From an optimization exercise on the open Yosys and OpenROAD flow, aimed at small area, a short achievable clock period and few clock cycles per item; shortcuts taken in it are not production practice.
The RTL was checked by simulation tests, not by an equivalence proof against the original design.
Power is estimated from default activity; no workload was simulated.

--- design/flow/config.mk ---
export PLATFORM = sky130hd
export DESIGN_NAME = mac_array_acc
export DESIGN_NICKNAME = mac_array_acc
export VERILOG_FILES = /design/flow/design.v
export SDC_FILE = /design/flow/constraint.sdc
export NUM_CORES = 4
export LEC_CHECK = 0
export ABC_AREA = 1
export CAP_MARGIN = 20
export CORE_MARGIN = 2
export CORE_UTILIZATION = 40
export SETUP_SLACK_MARGIN = 0.8
export SLEW_MARGIN = 20
--- design/flow/constraint.sdc ---
create_clock -name core_clock -period 5.5 [get_ports {clk}]
set_input_delay 1.1000 -clock core_clock [delete_from_list [all_inputs] [get_ports {clk}]]
set_output_delay 1.1000 -clock core_clock [all_outputs]
set_load 0.01 [all_outputs]
--- design/flow/design.v ---
module mac_array_acc #(
  parameter int DATA_WIDTH = 8,
  parameter int ACC_WIDTH  = 32,
  parameter int LANES      = 4,
  parameter int LEN_W      = 16
) (
  input  logic                        clk,
  input  logic                        rst_n,
  input  logic                        start,
  input  logic [LEN_W-1:0]            vec_len,
  input  logic [LANES*ACC_WIDTH-1:0]  bias,
  input  logic                        sat_en,
  input  logic                        in_valid,
  output logic                        in_ready,
  input  logic [LANES*DATA_WIDTH-1:0] operand_a,
  input  logic [LANES*DATA_WIDTH-1:0] operand_b,
  output logic                        out_valid,
  input  logic                        out_ready,
  output logic [LANES*ACC_WIDTH-1:0]  out_data,
  output logic [LANES-1:0]            overflow,
  output logic                        busy
);
  logic             r_in_ready;
  logic             r_out_valid;
  logic [LEN_W-1:0] r_cnt;
  logic             r_sat;
  logic             w_beat, w_load, w_last, w_empty;
  assign busy    = r_in_ready | (r_out_valid & ~out_ready);
  assign w_load  = start & ~busy;
  assign w_beat  = in_valid & r_in_ready;
  assign w_last  = (r_cnt == LEN_W'(1));
  assign w_empty = (vec_len == '0);
  always_ff @(posedge clk or negedge rst_n) begin
    if (!rst_n) begin
      r_in_ready  <= 1'b0;
      r_out_valid <= 1'b0;
    end else begin
      if (w_load) begin
        r_in_ready  <= ~w_empty;
        r_out_valid <= w_empty;
      end else if (w_beat && w_last) begin
        r_in_ready  <= 1'b0;
        r_out_valid <= 1'b1;
      end else if (out_ready) begin
        r_out_valid <= 1'b0;
      end
    end
  end
  always_ff @(posedge clk) begin
    if (w_load) begin
      r_cnt <= vec_len;
      r_sat <= sat_en;
    end else if (w_beat) begin
      r_cnt <= r_cnt - 1'b1;
    end
  end
  for (genvar g = 0; g < LANES; g++) begin : g_lane
    logic [11:0]           w_be;
    logic [15:0]           w_p, r_p, p_g;
    logic [15:0]           s;
    logic                  c;
    logic [ACC_WIDTH-1:0]  r_acc;
    logic                  r_ovf;
    logic [15:0]           hi, hi_nxt, lo_nxt;
    logic [15:0]           ones_below, zeros_below, m_up, m_dn;
    logic                  up, dn, v;
    logic                  is_max, is_min, sat_max, sat_min;
    mac_booth_enc u_enc (
      .b  (operand_b[g*DATA_WIDTH +: DATA_WIDTH]),
      .be (w_be)
    );
    mac_mul u_mul (
      .a  (operand_a[g*DATA_WIDTH +: DATA_WIDTH]),
      .be (w_be),
      .p  (w_p)
    );
    always_ff @(posedge clk) begin
      r_p <= w_p & {16{w_beat}};
    end
    assign p_g = r_p;
    mac_add16 u_add (
      .x (r_acc[15:0]),
      .y (p_g),
      .s (s),
      .c (c)
    );
    assign hi = r_acc[31:16];
    always_comb begin
      ones_below[0]  = 1'b1;
      zeros_below[0] = 1'b1;
      for (int i = 1; i < 16; i++) begin
        ones_below[i]  = ones_below[i-1] & hi[i-1];
        zeros_below[i] = zeros_below[i-1] & ~hi[i-1];
      end
    end
    assign is_max  = ones_below[15] & ~hi[15];
    assign is_min  = zeros_below[15] & hi[15];
    assign sat_max = r_sat & is_max;
    assign sat_min = r_sat & is_min;
    assign m_up    = ones_below & {16{~sat_max}};
    assign m_dn    = zeros_below & {16{~sat_min}};
    assign up  = c & ~p_g[15];
    assign dn  = ~c & p_g[15];
    assign v   = (up & is_max) | (dn & is_min);
    assign hi_nxt = hi ^ (({16{up}} & m_up) | ({16{dn}} & m_dn));
    assign lo_nxt = (s | {16{up & sat_max}}) & ~{16{dn & sat_min}};
    always_ff @(posedge clk) begin
      if (w_load) begin
        r_acc <= bias[g*ACC_WIDTH +: ACC_WIDTH];
        r_ovf <= 1'b0;
      end else begin
        r_acc <= {hi_nxt, lo_nxt};
        r_ovf <= r_ovf | v;
      end
    end
    assign out_data[g*ACC_WIDTH +: ACC_WIDTH] = {hi_nxt, lo_nxt};
    assign overflow[g] = r_ovf | v;
  end
  assign in_ready  = r_in_ready;
  assign out_valid = r_out_valid;
endmodule
module mac_mul (
  input  logic [7:0]  a,
  input  logic [11:0]  be,
  output logic [15:0] p
);
  wire p1 = ((be[0] & a[0]) | (be[1] & 1'b0)) ^ be[2];
  wire p2 = ((be[0] & a[1]) | (be[1] & a[0])) ^ be[2];
  wire p3 = ((be[0] & a[2]) | (be[1] & a[1])) ^ be[2];
  wire p4 = ((be[0] & a[3]) | (be[1] & a[2])) ^ be[2];
  wire p5 = ((be[0] & a[4]) | (be[1] & a[3])) ^ be[2];
  wire p6 = ((be[0] & a[5]) | (be[1] & a[4])) ^ be[2];
  wire p7 = ((be[0] & a[6]) | (be[1] & a[5])) ^ be[2];
  wire p8 = ((be[0] & a[7]) | (be[1] & a[6])) ^ be[2];
  wire p9 = ~(((be[0] & a[7]) | (be[1] & a[7])) ^ be[2]);
  wire p10 = ((be[3] & a[0]) | (be[4] & 1'b0)) ^ be[5];
  wire p11 = ((be[3] & a[1]) | (be[4] & a[0])) ^ be[5];
  wire p12 = ((be[3] & a[2]) | (be[4] & a[1])) ^ be[5];
  wire p13 = ((be[3] & a[3]) | (be[4] & a[2])) ^ be[5];
  wire p14 = ((be[3] & a[4]) | (be[4] & a[3])) ^ be[5];
  wire p15 = ((be[3] & a[5]) | (be[4] & a[4])) ^ be[5];
  wire p16 = ((be[3] & a[6]) | (be[4] & a[5])) ^ be[5];
  wire p17 = ((be[3] & a[7]) | (be[4] & a[6])) ^ be[5];
  wire p18 = ~(((be[3] & a[7]) | (be[4] & a[7])) ^ be[5]);
  wire p19 = ((be[6] & a[0]) | (be[7] & 1'b0)) ^ be[8];
  wire p20 = ((be[6] & a[1]) | (be[7] & a[0])) ^ be[8];
  wire p21 = ((be[6] & a[2]) | (be[7] & a[1])) ^ be[8];
  wire p22 = ((be[6] & a[3]) | (be[7] & a[2])) ^ be[8];
  wire p23 = ((be[6] & a[4]) | (be[7] & a[3])) ^ be[8];
  wire p24 = ((be[6] & a[5]) | (be[7] & a[4])) ^ be[8];
  wire p25 = ((be[6] & a[6]) | (be[7] & a[5])) ^ be[8];
  wire p26 = ((be[6] & a[7]) | (be[7] & a[6])) ^ be[8];
  wire p27 = ~(((be[6] & a[7]) | (be[7] & a[7])) ^ be[8]);
  wire p28 = ((be[9] & a[0]) | (be[10] & 1'b0)) ^ be[11];
  wire p29 = ((be[9] & a[1]) | (be[10] & a[0])) ^ be[11];
  wire p30 = ((be[9] & a[2]) | (be[10] & a[1])) ^ be[11];
  wire p31 = ((be[9] & a[3]) | (be[10] & a[2])) ^ be[11];
  wire p32 = ((be[9] & a[4]) | (be[10] & a[3])) ^ be[11];
  wire p33 = ((be[9] & a[5]) | (be[10] & a[4])) ^ be[11];
  wire p34 = ((be[9] & a[6]) | (be[10] & a[5])) ^ be[11];
  wire p35 = ((be[9] & a[7]) | (be[10] & a[6])) ^ be[11];
  wire p36 = ~(((be[9] & a[7]) | (be[10] & a[7])) ^ be[11]);
  wire s37 = be[11] ^ p7;
  wire c38 = be[11] & p7;
  wire s39 = p8 ^ p15;
  wire c40 = p8 & p15;
  wire s41 = 1'b1 ^ p9 ^ p16;
  wire c42 = (1'b1 & p9) | (1'b1 & p16) | (p9 & p16);
  wire s43 = 1'b1 ^ p17;
  wire c44 = 1'b1 & p17;
  wire s45 = be[8] ^ p5;
  wire c46 = be[8] & p5;
  wire s47 = p6 ^ p13;
  wire c48 = p6 & p13;
  wire s49 = p14 ^ p21 ^ p28;
  wire c50 = (p14 & p21) | (p14 & p28) | (p21 & p28);
  wire s51 = p22 ^ p29 ^ c38;
  wire c52 = (p22 & p29) | (p22 & c38) | (p29 & c38);
  wire s53 = p23 ^ p30 ^ c40;
  wire c54 = (p23 & p30) | (p23 & c40) | (p30 & c40);
  wire s55 = p24 ^ p31 ^ s43;
  wire c56 = (p24 & p31) | (p24 & s43) | (p31 & s43);
  wire s57 = p18 ^ p25 ^ p32;
  wire c58 = (p18 & p25) | (p18 & p32) | (p25 & p32);
  wire s59 = 1'b1 ^ p26;
  wire c60 = 1'b1 & p26;
  wire s61 = be[5] ^ p3;
  wire c62 = be[5] & p3;
  wire s63 = p4 ^ p11;
  wire c64 = p4 & p11;
  wire s65 = p12 ^ p19 ^ s45;
  wire c66 = (p12 & p19) | (p12 & s45) | (p19 & s45);
  wire s67 = p20 ^ c46 ^ s47;
  wire c68 = (p20 & c46) | (p20 & s47) | (c46 & s47);
  wire s69 = c48 ^ s37 ^ s49;
  wire c70 = (c48 & s37) | (c48 & s49) | (s37 & s49);
  wire s71 = s39 ^ c50 ^ s51;
  wire c72 = (s39 & c50) | (s39 & s51) | (c50 & s51);
  wire s73 = s41 ^ c52 ^ s53;
  wire c74 = (s41 & c52) | (s41 & s53) | (c52 & s53);
  wire s75 = c42 ^ c54 ^ s55;
  wire c76 = (c42 & c54) | (c42 & s55) | (c54 & s55);
  wire s77 = c44 ^ s57 ^ c56;
  wire c78 = (c44 & s57) | (c44 & c56) | (s57 & c56);
  wire s79 = p33 ^ s59 ^ c58;
  wire c80 = (p33 & s59) | (p33 & c58) | (s59 & c58);
  wire s81 = p27 ^ p34 ^ c60;
  wire c82 = (p27 & p34) | (p27 & c60) | (p34 & c60);
  wire s83 = 1'b1 ^ p35;
  wire c84 = 1'b1 & p35;
  wire g85 = be[2] & p1;
  wire g86 = p2 & 1'b0;
  wire g87 = p10 & s61;
  wire g88 = c62 & s63;
  wire g89 = c64 & s65;
  wire g90 = c66 & s67;
  wire g91 = c68 & s69;
  wire g92 = c70 & s71;
  wire g93 = c72 & s73;
  wire g94 = c74 & s75;
  wire g95 = s77 & c76;
  wire g96 = s79 & c78;
  wire g97 = s81 & c80;
  wire g98 = s83 & c82;
  wire g99 = p36 & c84;
  wire g100 = 1'b1 & 1'b0;
  wire pr101 = be[2] ^ p1;
  wire pr102 = p2 ^ 1'b0;
  wire pr103 = p10 ^ s61;
  wire pr104 = c62 ^ s63;
  wire pr105 = c64 ^ s65;
  wire pr106 = c66 ^ s67;
  wire pr107 = c68 ^ s69;
  wire pr108 = c70 ^ s71;
  wire pr109 = c72 ^ s73;
  wire pr110 = c74 ^ s75;
  wire pr111 = s77 ^ c76;
  wire pr112 = s79 ^ c78;
  wire pr113 = s81 ^ c80;
  wire pr114 = s83 ^ c82;
  wire pr115 = p36 ^ c84;
  wire pr116 = 1'b1 ^ 1'b0;
  wire G117 = g86 | (pr102 & g85);
  wire P118 = pr102 & pr101;
  wire G119 = g88 | (pr104 & g87);
  wire P120 = pr104 & pr103;
  wire G121 = g90 | (pr106 & g89);
  wire P122 = pr106 & pr105;
  wire G123 = g92 | (pr108 & g91);
  wire P124 = pr108 & pr107;
  wire G125 = g94 | (pr110 & g93);
  wire P126 = pr110 & pr109;
  wire G127 = g96 | (pr112 & g95);
  wire P128 = pr112 & pr111;
  wire G129 = g98 | (pr114 & g97);
  wire P130 = pr114 & pr113;
  wire G131 = g100 | (pr116 & g99);
  wire P132 = pr116 & pr115;
  wire G133 = g87 | (pr103 & G117);
  wire P134 = pr103 & P118;
  wire G135 = G119 | (P120 & G117);
  wire P136 = P120 & P118;
  wire G137 = g91 | (pr107 & G121);
  wire P138 = pr107 & P122;
  wire G139 = G123 | (P124 & G121);
  wire P140 = P124 & P122;
  wire G141 = g95 | (pr111 & G125);
  wire P142 = pr111 & P126;
  wire G143 = G127 | (P128 & G125);
  wire P144 = P128 & P126;
  wire G145 = g99 | (pr115 & G129);
  wire P146 = pr115 & P130;
  wire G147 = G131 | (P132 & G129);
  wire P148 = P132 & P130;
  wire G149 = g89 | (pr105 & G135);
  wire P150 = pr105 & P136;
  wire G151 = G121 | (P122 & G135);
  wire P152 = P122 & P136;
  wire G153 = G137 | (P138 & G135);
  wire P154 = P138 & P136;
  wire G155 = G139 | (P140 & G135);
  wire P156 = P140 & P136;
  wire G157 = g97 | (pr113 & G143);
  wire P158 = pr113 & P144;
  wire G159 = G129 | (P130 & G143);
  wire P160 = P130 & P144;
  wire G161 = G145 | (P146 & G143);
  wire P162 = P146 & P144;
  wire G163 = G147 | (P148 & G143);
  wire P164 = P148 & P144;
  wire G165 = g93 | (pr109 & G155);
  wire P166 = pr109 & P156;
  wire G167 = G125 | (P126 & G155);
  wire P168 = P126 & P156;
  wire G169 = G141 | (P142 & G155);
  wire P170 = P142 & P156;
  wire G171 = G143 | (P144 & G155);
  wire P172 = P144 & P156;
  wire G173 = G157 | (P158 & G155);
  wire P174 = P158 & P156;
  wire G175 = G159 | (P160 & G155);
  wire P176 = P160 & P156;
  wire G177 = G161 | (P162 & G155);
  wire P178 = P162 & P156;
  wire G179 = G163 | (P164 & G155);
  wire P180 = P164 & P156;
  wire S181 = pr102 ^ g85;
  wire S182 = pr103 ^ G117;
  wire S183 = pr104 ^ G133;
  wire S184 = pr105 ^ G135;
  wire S185 = pr106 ^ G149;
  wire S186 = pr107 ^ G151;
  wire S187 = pr108 ^ G153;
  wire S188 = pr109 ^ G155;
  wire S189 = pr110 ^ G165;
  wire S190 = pr111 ^ G167;
  wire S191 = pr112 ^ G169;
  wire S192 = pr113 ^ G171;
  wire S193 = pr114 ^ G173;
  wire S194 = pr115 ^ G175;
  wire S195 = pr116 ^ G177;
  assign p = {S195,S194,S193,S192,S191,S190,S189,S188,S187,S186,S185,S184,S183,S182,S181,pr101};
endmodule
module mac_add16 (
  input  logic [15:0] x,
  input  logic [15:0] y,
  output logic [15:0] s,
  output logic        c
);
  wire g196 = x[0] & y[0];
  wire g197 = x[1] & y[1];
  wire g198 = x[2] & y[2];
  wire g199 = x[3] & y[3];
  wire g200 = x[4] & y[4];
  wire g201 = x[5] & y[5];
  wire g202 = x[6] & y[6];
  wire g203 = x[7] & y[7];
  wire g204 = x[8] & y[8];
  wire g205 = x[9] & y[9];
  wire g206 = x[10] & y[10];
  wire g207 = x[11] & y[11];
  wire g208 = x[12] & y[12];
  wire g209 = x[13] & y[13];
  wire g210 = x[14] & y[14];
  wire g211 = x[15] & y[15];
  wire pr212 = x[0] ^ y[0];
  wire pr213 = x[1] ^ y[1];
  wire pr214 = x[2] ^ y[2];
  wire pr215 = x[3] ^ y[3];
  wire pr216 = x[4] ^ y[4];
  wire pr217 = x[5] ^ y[5];
  wire pr218 = x[6] ^ y[6];
  wire pr219 = x[7] ^ y[7];
  wire pr220 = x[8] ^ y[8];
  wire pr221 = x[9] ^ y[9];
  wire pr222 = x[10] ^ y[10];
  wire pr223 = x[11] ^ y[11];
  wire pr224 = x[12] ^ y[12];
  wire pr225 = x[13] ^ y[13];
  wire pr226 = x[14] ^ y[14];
  wire pr227 = x[15] ^ y[15];
  wire G228 = g197 | (pr213 & g196);
  wire P229 = pr213 & pr212;
  wire G230 = g199 | (pr215 & g198);
  wire P231 = pr215 & pr214;
  wire G232 = g201 | (pr217 & g200);
  wire P233 = pr217 & pr216;
  wire G234 = g203 | (pr219 & g202);
  wire P235 = pr219 & pr218;
  wire G236 = g205 | (pr221 & g204);
  wire P237 = pr221 & pr220;
  wire G238 = g207 | (pr223 & g206);
  wire P239 = pr223 & pr222;
  wire G240 = g209 | (pr225 & g208);
  wire P241 = pr225 & pr224;
  wire G242 = g211 | (pr227 & g210);
  wire P243 = pr227 & pr226;
  wire G244 = g198 | (pr214 & G228);
  wire P245 = pr214 & P229;
  wire G246 = G230 | (P231 & G228);
  wire P247 = P231 & P229;
  wire G248 = g202 | (pr218 & G232);
  wire P249 = pr218 & P233;
  wire G250 = G234 | (P235 & G232);
  wire P251 = P235 & P233;
  wire G252 = g206 | (pr222 & G236);
  wire P253 = pr222 & P237;
  wire G254 = G238 | (P239 & G236);
  wire P255 = P239 & P237;
  wire G256 = g210 | (pr226 & G240);
  wire P257 = pr226 & P241;
  wire G258 = G242 | (P243 & G240);
  wire P259 = P243 & P241;
  wire G260 = g200 | (pr216 & G246);
  wire P261 = pr216 & P247;
  wire G262 = G232 | (P233 & G246);
  wire P263 = P233 & P247;
  wire G264 = G248 | (P249 & G246);
  wire P265 = P249 & P247;
  wire G266 = G250 | (P251 & G246);
  wire P267 = P251 & P247;
  wire G268 = g208 | (pr224 & G254);
  wire P269 = pr224 & P255;
  wire G270 = G240 | (P241 & G254);
  wire P271 = P241 & P255;
  wire G272 = G256 | (P257 & G254);
  wire P273 = P257 & P255;
  wire G274 = G258 | (P259 & G254);
  wire P275 = P259 & P255;
  wire G276 = g204 | (pr220 & G266);
  wire P277 = pr220 & P267;
  wire G278 = G236 | (P237 & G266);
  wire P279 = P237 & P267;
  wire G280 = G252 | (P253 & G266);
  wire P281 = P253 & P267;
  wire G282 = G254 | (P255 & G266);
  wire P283 = P255 & P267;
  wire G284 = G268 | (P269 & G266);
  wire P285 = P269 & P267;
  wire G286 = G270 | (P271 & G266);
  wire P287 = P271 & P267;
  wire G288 = G272 | (P273 & G266);
  wire P289 = P273 & P267;
  wire G290 = G274 | (P275 & G266);
  wire P291 = P275 & P267;
  wire S292 = pr213 ^ g196;
  wire S293 = pr214 ^ G228;
  wire S294 = pr215 ^ G244;
  wire S295 = pr216 ^ G246;
  wire S296 = pr217 ^ G260;
  wire S297 = pr218 ^ G262;
  wire S298 = pr219 ^ G264;
  wire S299 = pr220 ^ G266;
  wire S300 = pr221 ^ G276;
  wire S301 = pr222 ^ G278;
  wire S302 = pr223 ^ G280;
  wire S303 = pr224 ^ G282;
  wire S304 = pr225 ^ G284;
  wire S305 = pr226 ^ G286;
  wire S306 = pr227 ^ G288;
  assign s = {S306,S305,S304,S303,S302,S301,S300,S299,S298,S297,S296,S295,S294,S293,S292,pr212};
  assign c = G290;
endmodule
module mac_booth_enc (
  input  logic [7:0]  b,
  output logic [11:0] be
);
  for (genvar k = 0; k < 4; k++) begin : g_d
    logic b1, b0, bm;
    assign b1 = b[2*k+1];
    assign b0 = b[2*k];
    if (k == 0) begin : g_z
      assign bm = 1'b0;
    end else begin : g_n
      assign bm = b[2*k-1];
    end
    assign be[3*k]   = b0 ^ bm;
    assign be[3*k+1] = (b1 & ~b0 & ~bm) | (~b1 & b0 & bm);
    assign be[3*k+2] = b1;
  end
endmodule
--- design/flow/flow/run.sh ---
#!/bin/bash
# The standard layout, with the smallest plain buffer on every port in
# place of the default port buffer cell, and a clock tree without dummy
# loads and with larger sink clusters.
set -euo pipefail
bash standard.sh \
  'BUFFER_PORTS_ARGS=-buffer_cell sky130_fd_sc_hd__buf_1' \
  'CTS_ARGS=-sink_clustering_enable -repair_clock_nets -dont_use_dummy_load -sink_clustering_size 30 -sink_clustering_max_diameter 80' \
  finish > standard.log 2>&1
--- design/flow/standard.sh ---
#!/bin/bash
# synth_recipe.tcl (not shown) runs the flow's synth.tcl, then flattens the netlist and writes it again
# the make line also repeats each setting of config.mk as NAME=value (left out here)
make -C /OpenROAD-flow-scripts/flow DESIGN_CONFIG=/design/flow/config.mk WORK_HOME=/design/flow/orfs CLKGATE_MAP_FILE= SYNTH_SCRIPT=/design/flow/synth_recipe.tcl "${@:-finish}"
==> impl_results.md, run 1 <==
- Status: finished clean
- Synth Instances: roughly 2,800
- Routability congestion estimate from global placement: between 0.9 and 1
- Type of origin of the critical path: register
- WS Path Type: register to primary output
- Post-DP Area: about 22,000 µm²
- Wl on met1: between 20,000 and 30,000 µm
- Avg Vias per Cell: between 5 and 6
- Worst slew pin tran: between 0.9 and 1 ns
- Share of cells above drive strength 1: 7.29%
- Peak supply drop: roughly 0.25 mV
- Post-synth top area share: between 10% and 20%
- Post-synth cell types: 48
- Initial antenna violation count: 5
- Post-synthesis sequential area ratio: between 20 and 25%
- Placed cells: ~3,800
- Vias in the first global route: about 18,000
- Post-synth EDFFs: 17
- Core Area: around 50,000 µm²
- Design Area, Final: approximately 23,000 µm²
- Area of the multi-input gates: 13,700 µm²
- Setup TNS: 0 ns
- Largest net degree at the start of global routing: ~80
- HPWL after DPL: 46,800 µm
- Worst slew margin: 35.0%
- Reg-to-reg endpoint: g_lane[0].r_acc[0]
- Total global routing overflow: 0
- Max cap viols: 0
- Hold slack: about 0.36 ns
- Final hold vios: 0
- R2R depth: 16
- Fmax: about 220 MHz
- IO buf count: about 350
- Clk latency of the worst-skew pair: between 0.5 and 0.6 ns
- #FFs+latches synth: between 200 and 250
- WL/cell: ~16 µm
- Site row count: 82
- Post-Route WL: between 50,000 and 60,000 µm
- Max Slew Vio Count: 0
- CTS Root Cell: clkbuf_16
- Reg area: 4480 µm²
- CP max stage delay: ~0.35 ns
- Syn Nets: roughly 3,200
- CTS Hold Bufs: 0
- Required @ worst endpoint: roughly 4.4 ns
- Final period utilization: about four fifths
- Via count: between 15,000 and 20,000
- # IOs: 349
- Clock slew at reported path FFs: 0.08 ns
- WL met2: approximately 27,000 µm
- RSZ-0062 raised after global routing: false
- Synth area leaders: dfxtp_1 (20%), nand2_1 (13%), ha_1 (9.3%)
- Drt drc: 0
- Fin util: a little under half
- Main synth FF type: dfxtp_1
- First-pass DRT Iterations: 5
- Post-synth top area cell: dfxtp_1
- Place WS: 0.501 ns
- Synth async-reset ratio: less than 1%
- Minimum clock period: 4.49 ns
- Initial Utilization: between 40% and 50%
- Arrival time worst endpoint: between 3 and 4 ns
- Worst r2r src: g_lane[0].r_p[0]
- Crit Path Max Fanout: 18
- Critical path capture point type: primary output
- Total Power: ~13 mW
- Max clock buf depth: 3
- Cell Area, Synth: between 20,000 and 25,000 µm²
- Pwr dens: around 560 nW/µm²
- Leakage Power: ~12 nW
- Met3 wire length: roughly 3500 µm
- Hold Crit Class: input pin to asynchronous set/reset pin
- Num CTS Buffers: 21
- Non-Filler Instances: roughly 3,800
- NumNets Final: approximately 3,600
- Area Overhead vs Synth: 14.0%
- Warnings, synthesis: 1
- Filler cell count: 5,234
- H-tree Lvls: 1
- Critical path's slowest cell: fa_1
- Critical path buffers and inverters: 5
- Worst path cell trace: ha_1, inv_1, fa_1, inv_1, nand3_1, nand2_1, nand4_1, nand2_1, nand4_1, a21oi_2, buf_4, nand4_4, buf_12, a21oi_1, buf_1
- Wire length of the first global-routing pass: around 94,000 µm
- Worst Slack Setup Final: between 1 and 1.5 ns
- R2r setup slk: around 2.6 ns
- Largest delay share family, worst path: simple AND/OR/NAND/NOR gates
- TritonCTS clock tree: built
- Die width: about 230 µm
- TritonCTS sink count: 215
- Total GRT Usage: between 20% and 30%
- Die area: 52,100 µm²
- Initial DRC count: roughly 1,100
- Top Metal Used: met5
- Setup violators final: 0
- Die Y: 228 µm
- Post-route antenna net violation count: 0
- Skew final: roughly 0.055 ns
- Syn avg cell area: between 7 and 8 µm²
- Crit. Startpoint: g_lane[2].r_p[0]
sequential cells by signal, indices dropped and copies added, names as in the netlist:
| register | count |
|---|---|
| g_lane.r_acc | 128 |
| g_lane.r_p | 64 |
| r_cnt | 16 |
| g_lane.r_ovf | 4 |
| r_in_ready | 1 |
| r_out_valid | 1 |
| r_sat | 1 |
report_power, final:
part / internal, mW / switching, mW / leakage [nW]
Sequential: 2.31 / 0.468 / 1.83
Combinational: 3.44 / 5.38 / 9.52
Clock: 0.671 / 0.623 / 0.259
Yosys cell counts, types with 7 or more instances:
library cell  number
ha_1             150
nor2_2            23
nor2_1           140
a21oi_2           18
and2_1            60
inv_1            404
o22ai_1          108
o21ai_1           18
nand3_2           14
or2_2              9
a31oi_1           13
a21boi_0           8
xor2_1           155
nor2_4             9
a21oi_4           28
nand4_1           23
a21oi_1          100
buf_6              9
buf_2             19
edfxtp_1          17
a211oi_1           8
nand2_1          676
o21ai_0           61
dfxtp_1          196
nand3_1          260
clkinv_1          14
nor3_1            18
clkbuf_1          47
fa_1              84
nand4_2           19
a21o_1            10
and3_1             7
xnor2_1           25
cells by family (layout without fill, tap and decap cells):
logic type / after synthesis / in the layout / share of synthesized area, %
DFF: 215 / 215 / 22.3
xor gates and xnor gates: 180 / 180 / 7.84
and+or+nand+nor: 1276 / 1276 / 29.3
adders and majority gates: 234 / 234 / 17.7
buffers and inverters: 506 / 838 / 10.1
AOI/OAI and AO/OA: 386 / 386 / 12.8
other: 0 / 3 / 0
final cells by class:
cell class	instances	area share, %
Multi-Input combinational cell	2076	59.7
Tap cell	672	3.67
Timing Repair Buffer	394	7.73
Clock buffer	21	2.29
Antenna cell	3	0.0327
Inverter	423	7.00
Sequential cell	215	19.6
metal layers:
metal  vias to the layer above  global-route usage (%)
met5                         -                       0
met3                        70                    3.13
li1                       9737                       -
met1                      8798                    30.4
met4                         4                    4.90
met2                       514                    36.5
worst max-delay path by stage:
stage	end	slack (ns)	cells past startpoint
floorplan	g_lane[3].r_p[9]	0.81	17
global placement	g_lane[2].r_p[14]	0.60	22
finish	out_data[72]	1.01	15
detailed placement	g_lane[2].r_p[8]	0.50	17
CTS	out_data[33]	0.81	14
global route	out_data[11]	0.78	17
what timing repair did:
item / 4_1_cts / 5_1_grt
pin swaps: 5 / 3
setup endpoints to repair: 62 / 83
gates resized for setup: 2 / 21
setup buffers: 7 / 10
cloned: 0 / 0
cell usage in the layout, fill, tap and decap left out, drive strengths merged, types with 25 or more instances in the layout:
master | synthesis | final
a21oi | 146 | 146
xnor2 | 25 | 25
and2 | 60 | 60
nand3 | 275 | 275
inv | 408 | 409
xor2 | 155 | 155
ha | 150 | 150
nand2 | 679 | 679
o22ai | 108 | 108
buf | 36 | 390
dfxtp | 196 | 196
o21ai | 79 | 79
clkbuf | 47 | 25
nand4 | 46 | 46
fa | 84 | 84
nor2 | 172 | 172
Testbench counts, summed over its fixed seeds: cycles 5,520, jobs 320.
==> inputs of run 2 (changes only) <==
--- a/design/flow/design.v
+++ b/design/flow/design.v
@@ -55,6 +55,7 @@
     end
   end
   for (genvar g = 0; g < LANES; g++) begin : g_lane
+    logic [DATA_WIDTH-1:0] a_g;
     logic [11:0]           w_be;
     logic [15:0]           w_p, r_p, p_g;
     logic [15:0]           s;
@@ -62,20 +63,21 @@
     logic [ACC_WIDTH-1:0]  r_acc;
     logic                  r_ovf;
     logic [15:0]           hi, hi_nxt, lo_nxt;
-    logic [15:0]           ones_below, zeros_below, m_up, m_dn;
-    logic                  up, dn, v;
+    logic [15:0]           ones_below, zeros_below, m_up, m_dn, hi_c0, hi_c1;
+    logic                  p_neg, f1, f0, v;
     logic                  is_max, is_min, sat_max, sat_min;
+    assign a_g = operand_a[g*DATA_WIDTH +: DATA_WIDTH] & {DATA_WIDTH{w_beat}};
     mac_booth_enc u_enc (
       .b  (operand_b[g*DATA_WIDTH +: DATA_WIDTH]),
       .be (w_be)
     );
     mac_mul u_mul (
-      .a  (operand_a[g*DATA_WIDTH +: DATA_WIDTH]),
+      .a  (a_g),
       .be (w_be),
       .p  (w_p)
     );
     always_ff @(posedge clk) begin
-      r_p <= w_p & {16{w_beat}};
+      r_p <= w_p;
     end
     assign p_g = r_p;
     mac_add16 u_add (
@@ -99,11 +101,14 @@
     assign sat_min = r_sat & is_min;
     assign m_up    = ones_below & {16{~sat_max}};
     assign m_dn    = zeros_below & {16{~sat_min}};
-    assign up  = c & ~p_g[15];
-    assign dn  = ~c & p_g[15];
-    assign v   = (up & is_max) | (dn & is_min);
-    assign hi_nxt = hi ^ (({16{up}} & m_up) | ({16{dn}} & m_dn));
-    assign lo_nxt = (s | {16{up & sat_max}}) & ~{16{dn & sat_min}};
+    assign p_neg = p_g[15];
+    assign hi_c1 = p_neg ? hi : (hi ^ m_up);
+    assign hi_c0 = p_neg ? (hi ^ m_dn) : hi;
+    assign hi_nxt = c ? hi_c1 : hi_c0;
+    assign v  = c ? (~p_neg & is_max) : (p_neg & is_min);
+    assign f1 = c & ~p_neg & sat_max;
+    assign f0 = ~c & p_neg & sat_min;
+    assign lo_nxt = (s | {16{f1}}) & ~{16{f0}};
     always_ff @(posedge clk) begin
       if (w_load) begin
         r_acc <= bias[g*ACC_WIDTH +: ACC_WIDTH];
==> run 2 against run 1 <==
First-iteration DRC count is 15% higher. Area after synthesis is 3.9% lower. Count of clock-buffer cells in the layout is 1 lower. Highest routed layer unchanged.
==> impl_results.md, run 2 <==
- Worst slew pin tran: 1.01 ns (+0.0391 ns)
- Total GRT Usage: 22.8% (+0.72 points)
- Max Slew Vio Count: 0 (unchanged)
- Filler cell count: 4,983 (-4.8%)
- R2R depth: 20 (+4)
- Crit Path Max Fanout: 17 (-1)
- TritonCTS sink count: 215 (unchanged)
- Routability congestion estimate from global placement: 0.915 (-1.7%)
- WL/cell: 15.9 µm (+2.0%)
- Die area: 50,100 µm² (-3.8%)
- Setup violators final: 0 (unchanged)
- Num CTS Buffers: 20 (-4.8%)
- Largest Register: g_lane.r_acc
- Post-synthesis sequential area ratio: 23.2% (+0.90 points)
- Initial DRC count: 1,291 (+15%)
- Via count: 18,900 (-1.0%)
- Die Y: 224 µm (-1.9%)
- First-pass DRT Iterations: 8 (+3)
- Post-synth top area cell: dfxtp_1
- Post-synth EDFFs: 17 (unchanged)
- Syn Nets: 3,215 (-0.92%)
- Reg-to-reg endpoint: g_lane[1].r_p[15]
- Commonest non-fill, non-tap cell in the layout: nand2_1
- Critical path's slowest cell: dfxtp_1
- Syn avg cell area: 7.01 µm² (-2.6%)
- Synth Instances: 2,759 (-1.4%)
- Max clock buf depth: 3 (unchanged)
- Post-synth top area share: 20.3% (+0.79 points)
- CTS Hold Bufs: 0 (unchanged)
- Clk latency of the worst-skew pair: 0.54 ns (about the same)
- Clock slew at reported path FFs: 0.08 ns (about the same)
- Post-Route WL: 59,000 µm (-0.32%)
- Pwr dens: 738 nW/µm² (+31%)
- IO buf count: 348 (unchanged)
- Place WS: 0.514 ns (+0.0125 ns)
- Largest delay share family, worst path: flip-flops
- Setup TNS: 0 ns (unchanged)
- Drt drc: 0 (unchanged)
- Synth async-reset ratio: 0.930% (unchanged)
- Post-synth cell types: 49 (+2.1%)
- Worst path cell trace: ha_1, inv_1, nor2_1, a211oi_2, nand2_8, nor3_2, buf_4, a21oi_1, buf_4
- Share of cells above drive strength 1: 5.77% (-1.5 points)
- Area Overhead vs Synth: 15.5%
- Hold Crit Class: input pin to asynchronous set/reset pin
- Avg Vias per Cell: 5.09 (+1.3%)
- Fmax: 217 MHz (-2.4%)
- Site row count: 80 (-2.4%)
- Initial antenna violation count: 4 (-1)
- Most frequent cells in the layout: nand2_1 (708), inv_1 (378), buf_1 (337)
- H-tree Lvls: 1 (unchanged)
- Required @ worst endpoint: 4.40 ns (about the same)
- WS Path Type: register to primary output
- Critical path buffers and inverters: 3 (-2)
- Peak supply drop: 0.409 mV (+66%)
- Max reg flops: 128 (unchanged)
- Post-route antenna net violation count: 0 (unchanged)
- NumNets Final: 3,561 (-0.50%)
- Wire length of the first global-routing pass: 92,800 µm (-1.4%)
- ANT cells: 0 (-3)
- Final period utilization: 83.7% (+2.0 points)
- Largest regs: g_lane.r_acc (128), g_lane.r_p (64), r_cnt (16)
- Final hold vios: 0 (unchanged)
- Skew final: 0.0504 ns (-0.00417 ns)
- Minimum clock period: 4.60 ns (+0.108 ns)
- CP most frequent cell: buf_4
- Total global routing overflow: 0 (unchanged)
- Worst slew margin: 32.4% (-2.6 points)
- Largest net degree at the start of global routing: 134 (+72%)
- Worst r2r src: r_in_ready
- Max cap viols: 0 (unchanged)
- Leakage Power: 10.8 nW (-6.6%)
- Main synth FF type: dfxtp_1
- Most common cell in the netlist: nand2_1
- Synth area leaders: dfxtp_1 (20%), nand2_1 (14%), ha_1 (10%)
- Core Area: 47,700 µm² (-4.2%)
- Synth cell count leaders: nand2_1 (720), inv_1 (384), dfxtp_1 (196), xor2_1 (176), nor2_1 (171)
- Warnings, synthesis: 1 (unchanged)
- Arrival time worst endpoint: 3.50 ns (+0.11 ns)
- Vias in the first global route: 18,000 (-0.53%)
- CTS Root Cell: clkbuf_16
- HPWL after DPL: 46,200 µm (-1.2%)
- R2r setup slk: 1.44 ns (-1.17 ns)
- RSZ-0062 raised after global routing: false
- #FFs+latches synth: 215 (unchanged)
- Type of origin of the critical path: register
- TritonCTS clock tree: built
- Critical path capture point type: primary output
- # IOs: 349 (unchanged)
- Die width: 224 µm (-1.9%)
- CP max stage delay: 0.74 ns (+0.39 ns)
- Initial Utilization: 40.5% (+0.15 points)
- Status: finished clean
- Cell Area, Synth: 19,300 µm² (-3.9%)
- Worst Slack Setup Final: 0.899 ns (-0.108 ns)
## run 2: final cells by class
class                   count  area [µm²]  area share [%]
inverters                 401        1520            6.83
repair buffers            404        1800            8.07
clock buffers              20         500            2.24
multi-input cells        2063       13200            59.3
well taps                 615         769            3.45
flip-flops and latches    215        4490            20.1
## run 2: cells by family after synthesis
family | share of synthesized area [%]
compound gates | 13.6
simple gates | 24.5
buf+inv | 9.75
flops | 23.2
fa+ha+maj | 18.9
xor+xnor | 9.97
## run 2: worst max-delay path by stage
stage                           start           endpoint  slack [ns]  cells after the start
detailed placement      operand_b[23]  g_lane[2].r_p[14]        0.51                     21
finish              g_lane[0].r_p[15]        out_data[8]        0.90                      9
global placement        operand_b[23]  g_lane[2].r_p[14]        0.44                     21
floorplan               operand_b[19]   g_lane[2].r_p[9]        0.85                     15
global route         g_lane[0].r_p[0]        out_data[8]        0.77                     19
CTS                  g_lane[0].r_p[0]       out_data[10]        0.79                     18
## run 2: power breakdown
part           internal, mW  switching, mW  leakage (nW)
clock network         0.640          0.612         0.246
registers              2.49          0.650          1.84
logic                  4.52           7.56          8.76
## run 2: metal layers
metal,global-route usage (%),up-vias,wire length (µm)
li1,-,9608,-
met1,32.7,8656,28100
met2,35.7,570,25400
met3,2.52,91,3730
met4,7.25,6,1790
met5,0,-,36
## run 2: through the flow
stage                     instances  power, mW  util, %  hold WS (ns)  instance area (µm²)
after global routing           3718       18.3     46.8         0.371                22300
after floorplan                2759       11.1        -         0.534                19300
after detailed placement       3663       14.4     44.5         0.520                21300
after CTS                      3695       16.1     46.0         0.355                22000
after global placement         3663       14.2     44.5         0.519                21300
final                          3718       16.5     46.8         0.379                22300
## run 2: timing repair
item | CTS | global route
gates resized for setup | 27 | 60
endpoints found under the setup margin | 89 | 89
setup buffers | 9 | 21
pin swaps | 2 | 5
gates cloned | 3 | 2
Testbench counts of run 2, summed over its fixed seeds: cycles 5,520, jobs 320.
==> inputs of run 3 (changes only) <==
--- a/design/flow/config.mk
+++ b/design/flow/config.mk
@@ -5,7 +5,7 @@
 export SDC_FILE = /design/flow/constraint.sdc
 export NUM_CORES = 4
 export LEC_CHECK = 0
-export ABC_AREA = 1
+export ABC_AREA = 0
 export CAP_MARGIN = 20
 export CORE_MARGIN = 2
 export CORE_UTILIZATION = 40
==> run 3 against run 2 <==
Worst setup slack better by 0.067 ns. Clock power decreased by 14%. Sequential power about the same. Highest routed layer unchanged. Register-to-register slack worse by 0.26 ns. Worst hold slack got worse by 0.0021 ns. Core utilization fell by 0.27 points. Combinational power decreased by 15%. Critical path depth increased by 4. Global-route usage is 0.11 points higher. Flip-flop and latch count is the same. Cell area is 9.9% higher. Still clean.
==> impl_results.md, run 3 <==
- Final hold vios: 0 (unchanged)
- WS Path Type: register to primary output
- Reg-to-reg endpoint: g_lane[2].r_p[14]
- Initial DRC count: 1,530 (+19%)
- Pint: 7.40 mW (-3.2%)
- Drt drc: 0 (unchanged)
- Most frequent cells in the layout: buf_1 (322), nor2_1 (237), dfxtp_1 (196)
- CTS Root Cell: clkbuf_16
- Synth async-reset ratio: 0.930% (unchanged)
- #FFs+latches synth: 215 (unchanged)
- Cell Area, Synth: 21,400 µm² (+11%)
- Post-synth EDFFs: 17 (unchanged)
- Total Power: 14.5 mW (-12%)
- Clock power frac: 7.4% (-0.2 points)
- Peak supply drop: 0.297 mV (-27%)
- Most common cell in the netlist: nor2_1
- Syn avg cell area: 8.00 µm² (+14%)
- Synth Instances: 2,680 (-2.9%)
- Post-route antenna net violation count: 0 (unchanged)
- RSZ-0062 raised after global routing: true
- Non-Filler Instances: 3,644 (-2.0%)
- Worst slew pin tran: 0.732 ns (-0.283 ns)
- Initial Utilization: 40.6% (+0.15 points)
- Post-synthesis sequential area ratio: 20.9% (-2.3 points)
- Top Metal Used: met5
- Worst slew margin: 51.2% (+19 points)
- Worst r2r src: r_in_ready
- Max Slew Vio Count: 0 (unchanged)
- Fmax: 221 MHz (+1.5%)
- Setup violators final: 0 (unchanged)
- Post-synth top area share: 18.3% (-2.0 points)
- Critical path capture point type: primary output
- R2R depth: 17 (-15%)
- Placed cells: 3,605 (-1.6%)
- Largest regs: g_lane.r_acc (128), g_lane.r_p (64), r_cnt (16)
- Die width: 236 µm (+5.2%)
- IO buf count: 348 (unchanged)
- Synth area leaders: dfxtp_1 (18%), ha_1 (9.2%), fa_1 (7.8%)
- Arrival time worst endpoint: 3.43 ns (-0.07 ns)
- Post-synth top area cell: dfxtp_1
- Initial antenna violation count: 19 (+15)
- Type of origin of the critical path: register
- Clk latency of the worst-skew pair: 0.52 ns (-0.02 ns)
- Crit. Startpoint: g_lane[3].r_p[0]
- Share of cells above drive strength 1: 12.5% (+6.8 points)
- WL/cell: 18.2 µm (+15%)
- Switching Fraction: 48.9% (-4.6 points)
- Synth cell count leaders: nor2_1 (246), dfxtp_1 (196), clkbuf_1 (187), nand2_1 (170), a21oi_1 (167)
- Hold Crit Class: input pin to asynchronous set/reset pin
- NumNets Final: 3,404 (-4.4%)
- Area Overhead vs Synth: 14.3%
- Filler cell count: 5,274 (+5.8%)
- Commonest non-fill, non-tap cell in the layout: buf_1
- R2r setup slk: 1.18 ns (-0.26 ns)
- Leakage Power: 9.87 nW (-9.0%)
- Largest net degree at the start of global routing: 61 (-54%)
- Required @ worst endpoint: 4.40 ns (about the same)
- Wire length of the first global-routing pass: 105,000 µm (+13%)
- Num CTS Buffers: 16 (-20%)
- Skew final: 0.0415 ns (-0.00884 ns)
- Setup TNS: 0 ns (unchanged)
- Hold slack: 0.377 ns (-0.00208 ns)
- Crit Path Max Fanout: 5 (-12)
- Die area: 55,500 µm² (+11%)
- Site row count: 84 (+5.0%)
- Routability congestion estimate from global placement: 0.915 (about the same)
- Sw Pwr: 7.10 mW (-20%)
- Main synth FF type: dfxtp_1
- Avg Vias per Cell: 5.71 (+12%)
- Core Area: 52,800 µm² (+11%)
- Post-Route WL: 66,400 µm (+13%)
- Max clock buf depth: 3 (unchanged)
- Comb pwr share: 70.9% (-2.4 points)
- Max cap viols: 0 (unchanged)
- Warnings, synthesis: 1 (unchanged)
- WL met2: 29,600 µm (+16%)
- Vias in the first global route: 19,600 (+8.9%)
- Max reg flops: 128 (unchanged)
- Total GRT Usage: 22.9% (+0.11 points)
- First-pass DRT Iterations: 6 (-2)
- Minimum clock period: 4.53 ns (-0.0672 ns)
- Met3 wire length: 4710 µm (+26%)
- H-tree Lvls: 1 (unchanged)
- CTS Hold Bufs: 0 (unchanged)
- Pwr dens: 591 nW/µm² (-20%)
- Status: finished clean
- Syn Nets: 3,136 (-2.5%)
- Final period utilization: 82.4% (-1.2 points)
- Die Y: 236 µm (+5.2%)
- Via count: 20,800 (+10%)
- HPWL after DPL: 51,800 µm (+12%)
- Wl on met1: 30,900 µm (+10%)
- TritonCTS clock tree: built
- Post-synth cell types: 86 (+76%)
- TritonCTS sink count: 215 (unchanged)
- Clock slew at reported path FFs: 0.11 ns (+0.03 ns)
- # IOs: 349 (unchanged)
- Largest Register: g_lane.r_acc
- Flop pwr share: 21.6% (+2.5 points)
- Total global routing overflow: 0 (unchanged)
-- run 3: cell types whose count changed in the layout (fill, tap and decap cells not counted), moves of 49 or more --
| cell | delta |
|---|---|
| nand2_1 | -544 |
| nor3_1 | +57 |
| a22oi_1 | +57 |
| a21oi_1 | +49 |
| xnor2_1 | +52 |
| inv_1 | -231 |
| nor2_1 | +67 |
| mux2_2 | +118 |
| xor2_1 | -116 |
| nand3_1 | -55 |
-- run 3: critical path: stages (launching register included) --
cell and delay (ns):
dfxtp_1 0.35, ha_1 0.14, inv_1 0.04, fa_1 0.39, nor2b_2 0.14, o31a_1 0.19
o211ai_1 0.10, buf_4 0.16, nand3_4 0.11, a21oi_4 0.09, or4b_2 0.70, and2_4 0.19
xnor2_1 0.14, clkbuf_2 0.15
-- run 3: power groups by stage --
stage,clock network [mW],registers [mW],logic [mW]
after CTS,1.13,3.13,10.0
after global routing,1.17,3.25,11.4
after global placement,0,3.14,9.68
after detailed placement,0,3.15,9.84
final,1.08,3.14,10.3
after floorplan,0,2.84,7.22
-- run 3: logic make-up after synthesis --
kind of cell             count (synthesis)  share of synthesized area (%)
AND/OR/NAND/NOR                        800                           17.9
XOR/XNOR                               156                           6.37
flip-flops                             215                           20.9
AO/OA/AOI/OAI                          764                           23.9
adder cells (fa/ha/maj)                242                           17.1
buffers and inverters                  357                           6.33
multiplexers                           146                           7.53
-- run 3: how the worst max path moves through the flow --
stage	endpoint	cells after the start	slack, ns
finish	out_data[124]	13	0.97
global route	out_data[58]	12	0.71
detailed placement	g_lane[0].r_p[15]	16	0.23
global placement	g_lane[1].r_p[14]	16	0.31
floorplan	g_lane[3].r_p[14]	18	0.74
CTS	g_lane[0].r_p[15]	16	0.83
-- run 3: timing repair --
| action | 4_1_cts | 5_1_grt |
|---|---|---|
| cloned | 0 | 1 |
| setup buffers | 2 | 10 |
| resized for setup | 17 | 92 |
| endpoints found under the setup margin | 69 | 108 |
| pin swaps | 2 | 10 |
-- run 3: metrics by stage --
| step | area [µm²] | setup slack, ns | utilization [%] |
|---|---|---|---|
| finish | 24500 | 0.966 | 46.5 |
| global route | 24500 | 0.706 | 46.5 |
| CTS | 24100 | 0.832 | 45.7 |
| detailed placement | 23600 | 0.233 | 44.8 |
| global placement | 23600 | 0.307 | 44.8 |
| floorplan | 21500 | 0.741 | - |
-- run 3: metal layers --
| layer | vias to the layer above | track usage, % |
|---|---|---|
| li1 | 10200 | - |
| met1 | 9799 | 32.5 |
| met2 | 721 | 36.3 |
| met3 | 84 | 3.74 |
| met4 | 18 | 5.08 |
| met5 | - | 0 |
-- run 3: cell type report --
class                   instances  area (µm²)  area share (%)
inverters                     148         556            2.27
well taps                     688         861            3.51
clock buffers                  16         400            1.63
repair buffers                458        2240            9.15
flip-flops and latches        215        4490            18.3
diodes                         10        25.0           0.102
multi-input cells            2109       16000            65.0
==> inputs of run 4 (changes only) <==
--- a/design/flow/config.mk
+++ b/design/flow/config.mk
@@ -5,9 +5,9 @@
 export SDC_FILE = /design/flow/constraint.sdc
 export NUM_CORES = 4
 export LEC_CHECK = 0
-export ABC_AREA = 0
+export ABC_AREA = 1
 export CAP_MARGIN = 20
 export CORE_MARGIN = 2
 export CORE_UTILIZATION = 40
-export SETUP_SLACK_MARGIN = 0.8
+export SETUP_SLACK_MARGIN = 1.0
 export SLEW_MARGIN = 20
==> run 4 against run 3 <==
Clock skew up 0.033 ns. Register-to-register slack improved by 0.20 ns. Core utilization up 0.81 points. Count of clock-buffer cells in the layout rose by 5. Cell count increased by 2.3%. Routed wire length down 12%. Critical endpoint is now g_lane[1].r_p[9]. Highest routed layer unchanged.
==> impl_results.md, run 4 <==
- Routability congestion estimate from global placement: 0.929 (+1.5%)
- Leakage Power: 10.9 nW (+11%)
- Largest regs: g_lane.r_acc (128), g_lane.r_p (64), r_cnt (16)
- H-tree Lvls: 1 (unchanged)
- Type of origin of the critical path: input pin
- Final hold vios: 0 (unchanged)
- RSZ-0062 raised after global routing: true
- Post-DP Area: 21,200 µm² (-10%)
- #FFs+latches synth: 215 (unchanged)
- Most common cell in the netlist: nand2_1
- Via count: 19,000 (-8.8%)
- Arrival time worst endpoint: 4.71 ns (+1.28 ns)
- Drt drc: 0 (unchanged)
- Commonest non-fill, non-tap cell in the layout: nand2_1
- Post-synth cell types: 49 (-43%)
- Design Area, Final: 22,600 µm² (-7.9%)
- CTS Root Cell: clkbuf_16
- Die area: 50,100 µm² (-9.7%)
- TritonCTS clock tree: built
- Largest Register: g_lane.r_acc
- Share of cells above drive strength 1: 7.52% (-5.0 points)
- Avg Vias per Cell: 5.09 (-11%)
- Post-synth top area cell: dfxtp_1
- Post-synth EDFFs: 17 (unchanged)
- Fmax: 231 MHz (+4.6%)
- NumNets Final: 3,569 (+4.8%)
- Worst path cell trace: buf_1, nand2_1, inv_4, buf_12, nand2_1, o22ai_1, xor2_1, ha_1, inv_1, fa_1, inv_1, fa_1, ha_1, inv_1, o21bai_2, fa_1, xor2_1
- Most frequent cells in the layout: nand2_1 (697), inv_1 (375), buf_1 (335)
- Post-route antenna net violation count: 0 (unchanged)
- Worst slew pin tran: 0.901 ns (+0.169 ns)
- Synth Instances: 2,759 (+2.9%)
- Skew final: 0.0742 ns (+0.0326 ns)
- Vias in the first global route: 17,800 (-9.2%)
- Worst slew margin: 40.0% (-11 points)
- Area Overhead vs Synth: 16.8%
- Core Area: 47,700 µm² (-9.5%)
- Post-synth top area share: 20.3% (+2.0 points)
- Max Slew Vio Count: 0 (unchanged)
- Syn Nets: 3,215 (+2.5%)
- Warnings, synthesis: 1 (unchanged)
- HPWL after DPL: 45,600 µm (-12%)
- Required @ worst endpoint: 5.88 ns (+1.48 ns)
- Clock slew at reported path FFs: 0.09 ns (-0.02 ns)
- Synth cell count leaders: nand2_1 (720), inv_1 (384), dfxtp_1 (196), xor2_1 (176), nor2_1 (171)
- Die width: 224 µm (-5.0%)
- Critical path's slowest cell: fa_1
- Setup violators final: 0 (unchanged)
- WS Path Type: input pin to register
- Max reg flops: 128 (unchanged)
- Max cap viols: 0 (unchanged)
- GRT met1 Usage: 32.7% (+0.17 points)
- Initial antenna violation count: 3 (-16)
- TritonCTS sink count: 215 (unchanged)
- CP max stage delay: 0.53 ns (-0.17 ns)
- Final period utilization: 78.8% (-3.7 points)
- Crit Path Max Fanout: 16 (+11)
- IO buf count: 348 (unchanged)
- Fin util: 47.3% (+0.81 points)
- # IOs: 349 (unchanged)
- Total global routing overflow: 0 (unchanged)
- Max clock buf depth: 3 (unchanged)
- Synth area leaders: dfxtp_1 (20%), nand2_1 (14%), ha_1 (10%)
- Total GRT Usage: 22.4% (-0.49 points)
- Num CTS Buffers: 21 (+5)
- WL/cell: 15.7 µm (-14%)
- Critical path capture point type: register
- Cell Area, Synth: 19,300 µm² (-9.8%)
- Minimum clock period: 4.33 ns (-0.201 ns)
- Die Y: 224 µm (-5.0%)
- Post-synthesis sequential area ratio: 23.2% (+2.3 points)
- Peak supply drop: 0.279 mV (-6.1%)
- Synth async-reset ratio: 0.930% (unchanged)
- Site row count: 80 (-4.8%)
- Met3 Use GR: 2.32% (-1.4 points)
- Setup TNS: 0 ns (unchanged)
- GR peak layer: met2
- Clk latency of the worst-skew pair: 0.56 ns (+0.04 ns)
- Initial Utilization: 40.5% (-0.15 points)
- Post-Route WL: 58,600 µm (-12%)
- Status: finished clean
- Main synth FF type: dfxtp_1
- Pwr dens: 738 nW/µm² (+25%)
- Wire length of the first global-routing pass: 91,900 µm (-12%)
- Syn avg cell area: 7.01 µm² (-12%)
- First-pass DRT Iterations: 5 (-1)
- Hold Crit Class: input pin to asynchronous set/reset pin
- R2r setup slk: 1.38 ns (+0.20 ns)
- M2 GR Usage: 35.5% (-0.78 points)
- Initial DRC count: 1,162 (-24%)
- Largest net degree at the start of global routing: 92 (+51%)
-- run 4: per-stage QoR --
step	cells	setup WS (ns)	power (mW)	hold slack, ns
final	3728	1.17	16.7	0.314
after global routing	3727	0.908	18.4	0.291
after CTS	3698	0.988	16.1	0.286
after detailed placement	3660	0.470	14.3	0.534
after global placement	3660	0.487	14.2	0.532
after floorplan	2759	0.997	11.1	0.534
-- run 4: cell type report --
| class | instances | area [µm²] |
|---|---|---|
| fillers | 4954 | 25200 |
| well taps | 615 | 769 |
| flip-flops and latches | 215 | 4490 |
| inverters | 401 | 1530 |
| repair inverters | 1 | 7.51 |
| repair buffers | 409 | 1840 |
| multi-input cells | 2064 | 13400 |
| clock buffers | 21 | 526 |
| diodes | 2 | 5.00 |
-- run 4: timing repair --
| item | CTS | global route |
|---|---|---|
| endpoints found under the setup margin | 113 | 137 |
| pin swaps | 6 | 19 |
| gates cloned | 3 | 4 |
| setup buffers | 14 | 24 |
| resized for setup | 28 | 109 |
| hold buffers | 0 | 0 |
-- run 4: final timing paths --
path,cells past startpoint,to,start
min in group core_clock,4,g_lane[2].r_ovf,g_lane[2].r_ovf
max reg2reg,16,g_lane[1].r_p[9],r_in_ready
max,17,g_lane[1].r_p[9],in_valid
max in group asynchronous,1,r_in_ready,rst_n
min,1,r_out_valid,rst_n
min reg2reg,4,g_lane[2].r_ovf,g_lane[2].r_ovf
-- run 4: cells by family (layout without fill, tap and decap cells) --
family                   after synthesis  after routing  synth area share, %
AND/OR/NAND/NOR                     1134           1139                 24.5
buffers and inverters                485            832                 9.75
AO/OA/AOI/OAI                        463            463                 13.6
adder cells (fa/ha/maj)              242            242                 18.9
XOR/XNOR                             220            220                 9.97
flip-flops                           215            215                 23.2
other                                  0              2                    0
-- run 4: power by group --
part	leakage [nW]	internal (mW)	total, mW	switching [mW]
combinational	8.81	4.61	12.2	7.60
clock	0.259	0.671	1.29	0.615
sequential	1.84	2.50	3.16	0.665
total	10.9	7.78	16.7	8.88
-- run 4: worst max-delay path: cells and delay by family --
| kind | cells | cell delay [ns] |
|---|---|---|
| xor gates and xnor gates | 2 | 0.34 |
| and+or+nand+nor | 2 | 0.38 |
| adders and majority gates | 5 | 1.89 |
| buffers and inverters | 6 | 0.63 |
| AOI/OAI and AO/OA | 2 | 0.34 |
-- run 4: metal layers --
metal / up-vias / share of wire, %
li1: 9630 / -
met1: 8739 / 49
met2: 551 / 44
met3: 65 / 4.8
met4: 4 / 2.2
met5: - / 0.039
==> inputs of run 5 (changes only) <==
--- a/design/flow/config.mk
+++ b/design/flow/config.mk
@@ -9,5 +9,5 @@
 export CAP_MARGIN = 20
 export CORE_MARGIN = 2
 export CORE_UTILIZATION = 40
-export SETUP_SLACK_MARGIN = 1.0
+export SETUP_SLACK_MARGIN = 1.15
 export SLEW_MARGIN = 20
==> run 5 against run 4 <==
Still clean. Global-route usage is 0.33 points higher. Register-to-register slack better by 0.15 ns. Sequential power hardly changed. Worst hold slack better by 0.030 ns. Highest routed layer unchanged.
==> impl_results.md, run 5 <==
- Status: finished clean
- Worst Slack Setup Final: 1.22 ns (+0.0487 ns)
- Clk latency of the worst-skew pair: 0.55 ns (about the same)
- Worst slew pin tran: 0.917 ns (+0.0169 ns)
- Share of cells above drive strength 1: 14.7% (+7.1 points)
- Initial antenna violation count: 4 (+1)
- Wl on met1: 27,300 µm (-5.5%)
- Adder-cell area share of the yosys netlist: 18.9% (unchanged)
- Avg Vias per Cell: 5.15 (+1.1%)
- Comb pwr share: 75.0% (+1.7 points)
- Routability congestion estimate from global placement: 0.919 (-1.1%)
- Switching Fraction: 51.4% (-1.9 points)
- Leakage Power: 11.5 nW (+5.6%)
- Crit Path Max Fanout: 7 (-9)
- Type of origin of the critical path: register
- Setup TNS: 0 ns (unchanged)
- Skew final: 0.0477 ns (-0.0264 ns)
- Largest net degree at the start of global routing: 121 (+32%)
- CP max stage delay: 0.36 ns (-0.17 ns)
- Final period utilization: 77.9% (-0.88 points)
- Die area: 50,100 µm² (unchanged)
- Simple-Gate Fraction of Synth Area: 24.5% (unchanged)
- Worst r2r src: r_in_ready
- Post-synth cell types: 49 (unchanged)
- Num CTS Buffers: 23 (+9.5%)
- Syn Nets: 3,215 (unchanged)
- Post-Route WL: 61,100 µm (+4.2%)
- RSZ-0062 raised after global routing: true
- Commonest non-fill, non-tap cell in the layout: nand2_1
- # IOs: 349 (unchanged)
- WL met2: 28,500 µm (+11%)
- Synth cell count leaders: nand2_1 (720), inv_1 (384), dfxtp_1 (196), xor2_1 (176), nor2_1 (171)
- Largest Register: g_lane.r_acc
- Reg-to-reg endpoint: g_lane[0].r_p[9]
- Fmax: 233 MHz (+1.1%)
- Initial Utilization: 40.5% (unchanged)
- Synth area leaders: dfxtp_1 (20%), nand2_1 (14%), ha_1 (10%)
- Critical path capture point type: primary output
- Total GRT Usage: 22.7% (+0.33 points)
- Met3 wire length: 3510 µm (+24%)
- Largest regs: g_lane.r_acc (128), g_lane.r_p (64), r_cnt (16)
- Largest family of logic cells by synthesized area: simple AND/OR/NAND/NOR gates
- Main synth FF type: dfxtp_1
- Max clock buf depth: 3 (unchanged)
- TritonCTS sink count: 215 (unchanged)
- Total global routing overflow: 0 (unchanged)
- H-tree Lvls: 1 (unchanged)
- Non-Filler Instances: 3,774 (+1.2%)
- Initial DRC count: 1,365 (+17%)
- Clock power frac: 7.5% (-0.2 points)
- Synth async-reset ratio: 0.930% (unchanged)
- Core Area: 47,700 µm² (unchanged)
- Clock slew at reported path FFs: 0.07 ns (-0.02 ns)
- Die width: 224 µm (unchanged)
- TritonCTS clock tree: built
- Warnings, synthesis: 1 (unchanged)
- Arrival time worst endpoint: 3.18 ns (-1.53 ns)
- Pwr dens: 747 nW/µm² (+1.3%)
- Wire length of the first global-routing pass: 93,500 µm (+1.7%)
- Syn avg cell area: 7.01 µm² (unchanged)
- Max cap viols: 0 (unchanged)
- Synth Instances: 2,759 (unchanged)
- Sw Pwr: 9.24 mW (+4.0%)
- Pint: 8.73 mW (+12%)
- Post-synth EDFFs: 17 (unchanged)
- Required @ worst endpoint: 4.40 ns (-1.48 ns)
- Critical path's slowest cell: fa_2
- #FFs+latches synth: 215 (unchanged)
- Most frequent cells in the layout: nand2_1 (656), inv_1 (365), buf_1 (292)
- Compound-Gate Fraction of Synth Area: 13.6% (unchanged)
- Post-DP Area: 21,400 µm² (+0.58%)
- IO buf count: 348 (unchanged)
- WS Path Type: register to primary output
- CTS Root Cell: clkbuf_16
- Placed cells: 3,666 (+0.16%)
- CP most frequent cell: nand2_2
- Flop pwr share: 17.6% (-1.4 points)
- Die Y: 224 µm (unchanged)
- Max Slew Vio Count: 0 (unchanged)
- Hold slack: 0.344 ns (+0.0300 ns)
- Area Overhead vs Synth: 24.4%
- Vias in the first global route: 18,600 (+4.8%)
- WL/cell: 16.2 µm (+2.9%)
- Worst slew margin: 38.8% (-1.1 points)
- R2r setup slk: 1.53 ns (+0.15 ns)
- Place WS: 0.492 ns (+0.0225 ns)
- Final hold vios: 0 (unchanged)
- Post-synthesis sequential area ratio: 23.2% (unchanged)
- Max reg flops: 128 (unchanged)
- Fin util: 50.4% (+3.1 points)
- NumNets Final: 3,616 (+1.3%)
- Top Metal Used: met5
- R2R depth: 16 (unchanged)
- Post-synth top area share: 20.3% (unchanged)
- Total Power: 18.0 mW (+7.9%)
- Minimum clock period: 4.28 ns (-0.0487 ns)
- Design Area, Final: 24,100 µm² (+6.5%)
- Site row count: 80 (unchanged)
- First-pass DRT Iterations: 5 (unchanged)
- Mux cell area share after synthesis: 0% (unchanged)
- Hold Crit Class: input pin to asynchronous set/reset pin
- XOR/XNOR share of the synthesized area: 9.97% (unchanged)
- Post-synth top area cell: dfxtp_1
- Cell Area, Synth: 19,300 µm² (unchanged)
- Peak supply drop: 0.523 mV (+87%)
- Post-route antenna net violation count: 0 (unchanged)
- Via count: 19,400 (+2.3%)
- Setup violators final: 0 (unchanged)
- HPWL after DPL: 44,600 µm (-2.1%)
- Drt drc: 0 (unchanged)
- Worst path cell trace: ha_4, inv_2, fa_2, inv_2, nand3_2, nand2_2, nand3_2, nand2_2, nand2_2, nand2_2, a21o_1, nand2_4, nand2_8, clkinvlp_4, nand2_1, o21ai_1, or2_1, nand2_2, inv_2, buf_6
- Most common cell in the netlist: nand2_1
-- run 5: cell types whose count changed in the layout (fill, tap and decap cells not counted), moves of 13 or more --
cell and delta:
nand2_1 -41, o22ai_1 -16, a21oi_1 -24, buf_6 +14, nand2_4 +20, buf_1 -43
buf_2 +14, clkbuf_2 +19, buf_4 +28, o21ai_0 -15, o22ai_2 +16, nand2_2 +18
a21oi_2 +13
-- run 5: area by class of cell --
class	instances	area, µm²
clock buffers	23	576
diodes	1	2.50
repair buffers	449	2380
flip-flops and latches	215	4500
fillers	4757	23700
repair inverters	1	5.00
inverters	401	1540
multi-input cells	2069	14300
well taps	615	769
-- run 5: cell families (layout without fill, tap and decap cells) --
| logic type | Yosys count | after routing |
|---|---|---|
| xor+xnor | 220 | 220 |
| other cells | 0 | 1 |
| flops | 215 | 215 |
| compound gates | 463 | 463 |
| buf+inv | 485 | 874 |
| simple gates | 1134 | 1144 |
| fa+ha+maj | 242 | 242 |
-- run 5: per-layer routing --
| layer | up-vias | track usage, % |
|---|---|---|
| li1 | 9730 | - |
| met1 | 8987 | 30.1 |
| met2 | 609 | 38.4 |
| met3 | 100 | 3.38 |
| met4 | 6 | 6.58 |
| met5 | - | 0 |
-- run 5: worst max-delay path by stage --
stage,start,end
final,g_lane[1].r_acc[0],out_data[59]
after global routing,g_lane[1].r_acc[0],out_data[59]
after CTS,in_valid,g_lane[2].r_p[14]
after detailed placement,in_valid,g_lane[3].r_p[15]
after global placement,in_valid,g_lane[3].r_p[15]
after floorplan,operand_b[21],g_lane[2].r_p[9]
-- run 5: repair_timing --
action                     in CTS  in global routing
setup endpoints to repair     140                160
gates resized for setup        98                313
buffers inserted               27                 41
cloned                          7                  9
hold buffers                    0                  0
pin swaps                      15                 67
-- run 5: critical path: cells and delay by family (launching register included) --
kind                     cells  cell delay [ns]
AO/OA/AOI/OAI                2             0.27
adder cells (fa/ha/maj)      2             0.48
buffers and inverters        5             0.41
flip-flops                   1             0.35
AND/OR/NAND/NOR             11             1.10
-- run 5: power by group through the flow --
stage,sequential [mW],combinational (mW),clock [mW]
after floorplan,2.90,8.20,0
after global placement,3.14,10.9,0
after detailed placement,3.15,11.1,0
after CTS,3.14,12.0,1.40
after global routing,3.27,15.1,1.44
final,3.16,13.5,1.34

static timing again, ports no longer ideal:
No port has a modelled driver above. Below, the same layouts with a new extraction and two added sets of constraints. Step 1, drivers: a clkbuf_16 drives clk and a buf_2 each remaining input, both assumed. Step 2 adds t to the input delays and takes it off the output delays; t is the mean of the earliest and latest rising clock arrival at the registers after step 1. Input paths then give back, and output paths get back, about the clock's delay inside the block. Three values: ideal ports, drivers, drivers and shift; two values: the first two.
run | t (ns) | setup WS [ns] | worst setup path after step 2
run 1 | 0.573 | 1.007 / 0.955 / 0.620 | input to register
run 2 | 0.562 | 0.899 / 0.849 / 0.507 | input to register
run 3 | 0.544 | 0.966 / 0.913 / 0.435 | input to register
run 4 | 0.572 | 1.167 / 1.129 / 0.610 | input to register
run 5 | 0.581 | 1.215 / 1.158 / 0.777 | input to register
After both steps every run listed still meets setup and hold. For run 4, which loses most, drivers alone change the setup slack by -0.038 ns; drivers and shift together by -0.557 ns.
